Source: an optimization exercise on an open RTL-to-GDS flow (aim: small area, a short achievable clock period and few clock cycles per item). Production flows keep margins and buffers that such runs may drop.
RTL that was checked went through simulation tests only; none was proved equivalent to the original.
Power and IR drop assume default switching activity.

## pvrtc_quad_decoder_unit
module pvrtc_quad_decoder_unit #(
    parameter int unsigned MAX_WORDS_LOG2 = 10
) (
    input  wire logic         i_clk,
    input  wire logic         i_rst_n,
    input  wire logic         i_valid,
    input  wire logic [275:0] i_in_word,
    output logic              o_stall,
    output logic              o_valid,
    output logic [57:0]       o_out_word,
    input  wire logic         i_stall,
    input  wire logic         i_cfg_valid,
    output logic              o_cfg_ready,
    input  wire logic [1:0]   i_cfg_index,
    input  wire logic [3:0]   i_cfg_data
);
export LEC_CHECK = 0
export CAP_MARGIN = 20
export CORE_MARGIN = 2
export CORE_UTILIZATION = 40
export SLEW_MARGIN = 20
export BUFFER_PORTS_ARGS = -buffer_cell sky130_fd_sc_hd__buf_1
export CTS_BUF_LIST = sky130_fd_sc_hd__clkbuf_16
export CTS_CLUSTER_SIZE = 25
export CTS_CLUSTER_DIAMETER = 80
export SETUP_SLACK_MARGIN = 6.5
create_clock -name core_clock -period 10.0 [get_ports {i_clk}]
standard.sh (not shown) runs the stock make flow with config.mk's settings and CLKGATE_MAP_FILE= SYNTH_SCRIPT=/design/flow/synth_recipe.tcl, a recipe that flattens the netlist after the stock synthesis.
==> flow/flow/run.sh <==
#!/bin/bash
# The standard layout (standard.sh) with three changes to how it is made:
# plain buf_1 cells as the port buffers (buffer_ports otherwise picks delay
# cells); a clock tree of clkbuf_16 in clusters of up to 25 sinks within
# 80 um; and a setup margin for the resizer's timing repair so that it works
# the register-to-register paths below the 10 ns clock.
set -euo pipefail
{
  echo 'export BUFFER_PORTS_ARGS = -buffer_cell sky130_fd_sc_hd__buf_1'
  echo 'export CTS_BUF_LIST = sky130_fd_sc_hd__clkbuf_16'
  echo 'export CTS_CLUSTER_SIZE = 25'
  echo 'export CTS_CLUSTER_DIAMETER = 80'
  echo 'export SETUP_SLACK_MARGIN = 6.5'
} >> config.mk
bash standard.sh > standard.log 2>&1
Change:
--- a/flow/design.v
+++ b/flow/design.v
@@ -37,21 +37,18 @@
         logic [3:0] res;
         case (code)
             2'd0:    res = 4'd0;
             2'd1:    res = 4'd4;
             2'd2:    res = 4'd14;
             default: res = 4'd8;
         endcase
         f_punch = res;
     endfunction
-    function automatic logic f_last(input logic [4:0] p);
-        f_last = (p[4:1] == 4'hf) & (p[0] | ~i_two_bpp);
-    endfunction
     function automatic logic [1:0] f_code2(input logic [127:0] mods,
                                            input logic [127:0] cols,
                                            input logic [2:0] r,
                                            input logic [3:0] c);
         logic [1:0]  w;
         logic [31:0] b;
         logic [31:0] t;
         logic [3:0]  k;
         logic [4:0]  bi;
@@ -70,19 +67,20 @@
                 res = 2'd0;
             end
         end else begin
             res = b[bi] ? 2'd3 : 2'd0;
         end
         f_code2 = res;
     endfunction
     localparam logic [127:0] MOD_USED = 128'h001f1f3f00f0fcf91f3f0f01fcf8f001;
     localparam int NPOS = 3;
-    logic            r_busy, n_busy, r_stall, r_take, n_stall, k_adv, k_hold;
+    logic            r_busy, n_busy, r_stall, r_take, n_out_valid;
+    logic [4:0]      n_pos0;
     logic [4:0]      r_pos [NPOS];
     logic [2:0]      r_xe, xa, xb;
     logic [1:0]      r_y, ya, yb, x4, y4;
     logic [275:0]    r_quad;
     logic            two, last_pix, issue, accept;
     logic [127:0]    mods, cols;
     logic [1:0]      q_c [32];
     logic [1:0]      q_u [16];
     logic [1:0]      q_d [16];
@@ -170,32 +168,29 @@
         end
         o_codes  = c4s;
         o_sel4   = {m4[3], m4[3] | m4[2], m4[3] | m4[1], m4[3] | m4[0]};
         o_first  = (r_xe == 3'd0) & (r_y == 2'd0);
         o_row0   = (r_xe == 3'd0);
         o_last   = last_pix;
         o_quad_x = r_quad[19:10];
         o_quad_y = r_quad[9:0];
     end
-    assign k_adv  = ~r_take & (r_busy ? f_last(r_pos[0] + (two ? 5'd1 : 5'd2)) : f_last(r_pos[0]))
-                  & ~i_s3_valid;
-    assign k_hold = ~r_take & f_last(r_pos[0]) & ~i_out_valid;
-    assign n_stall = i_adv ? (((i_valid & r_take) | (r_busy & ~last_pix)) & ~k_adv)
-                           : (((i_valid & r_take) | r_busy) & ~k_hold);
+    assign n_pos0      = r_take ? 5'd0 : (issue ? r_pos[0] + (two ? 5'd1 : 5'd2) : r_pos[0]);
+    assign n_out_valid = i_adv ? i_s3_valid : i_out_valid;
     always_ff @(posedge i_clk) begin
         if (!i_rst_n) begin
             r_busy  <= 1'b0;
             r_stall <= 1'b0;
             r_take  <= 1'b1;
         end else begin
             r_busy  <= n_busy;
-            r_stall <= n_stall;
-            r_take  <= ~n_stall;
+            r_stall <= n_busy & ~((n_pos0[4:1] == 4'hf) & (n_pos0[0] | ~two) & ~n_out_valid);
+            r_take  <= ~n_busy | ((n_pos0[4:1] == 4'hf) & (n_pos0[0] | ~two) & ~n_out_valid);
         end
     end
     always_ff @(posedge i_clk) begin
         for (int k = 0; k < NPOS; k++) begin
             if (!i_rst_n || r_take) begin
                 r_pos[k] <= 5'd0;
             end else if (issue) begin
                 r_pos[k] <= r_pos[k] + (two ? 5'd1 : 5'd2);
             end
@@ -308,32 +303,32 @@
                     s1_ra[ch] <= n_ra[ch];
                     s1_lb[ch] <= n_lb[ch];
                     s1_rb[ch] <= n_rb[ch];
                 end else begin
                     s1_la[ch] <= {1'b0, n_la[ch][5:0]};
                     s1_ra[ch] <= {1'b0, n_ra[ch][5:0]};
                     s1_lb[ch] <= {1'b0, n_lb[ch][5:0]};
                     s1_rb[ch] <= {1'b0, n_rb[ch][5:0]};
                 end
-                s1_x[ch] <= (ch % 2 == 1) ? ~i_pos[5*ch +: 3] : i_pos[5*ch +: 3];
+                s1_x[ch] <= i_pos[5*ch +: 3];
             end
             s1_codes <= i_codes;
             s1_sel4  <= i_sel4;
             s1_punch <= i_punch;
             s1_first <= i_first;
             s1_row0  <= i_row0;
             s1_last  <= i_last;
         end
     end
     always_comb begin
         for (int ch = 0; ch < 4; ch++) begin
-            t_a = f_across(s1_la[ch], s1_ra[ch], (ch % 2 == 1) ? ~s1_x[ch] : s1_x[ch]);
-            t_b = f_across(s1_lb[ch], s1_rb[ch], (ch % 2 == 1) ? ~s1_x[ch] : s1_x[ch]);
+            t_a = f_across(s1_la[ch], s1_ra[ch], s1_x[ch]);
+            t_b = f_across(s1_lb[ch], s1_rb[ch], s1_x[ch]);
             if (ch < 3) begin
                 n_va[10*ch +: 10] = t_a;
                 n_vb[10*ch +: 10] = t_b;
             end else begin
                 n_va[38:30] = t_a[8:0];
                 n_vb[38:30] = t_b[8:0];
             end
         end
     end
- worst hold slack gets worse by 0.013 ns
- global-route usage rose by 0.45 points
- fmax grows by 1.1%
- routed wire length is higher by 3.1%
- die area shrinks by about 0.7%
- non-clock buffer count grows by 28
- power goes up by about 2%
Testbench counts after the change, summed over its fixed seeds: cycles 38,528, pixels 36,864.
The RTL of the first run of this note was laid out without a check of its function.

what the ideal ports hide:
How much do the figures lean on ideal ports? The routed layouts below were timed once more, with nothing changed but the port constraints.
Step 1 assumes that a clkbuf_16 drives the clock port and a buf_2 every other input.
Step 2 also shifts input and output timing later by t, the mid clock arrival at the registers, as if the neighbouring blocks saw the same clock.
Three values: ideal, step 1, step 2; two values: the first two.
run	shift t [ns]	setup slack, ns	worst hold slack (ns)
the first run	0.663	6.420 / 6.420 / 6.118	0.425 / 0.425 / 0.425
the second run	0.667	6.459 / 6.459 / 6.153	0.412 / 0.412 / 0.412
After both steps setup and hold are still met in every run listed. For the second run, which loses most, drivers alone change the setup slack by 0.000 ns; drivers and shift together by -0.306 ns.
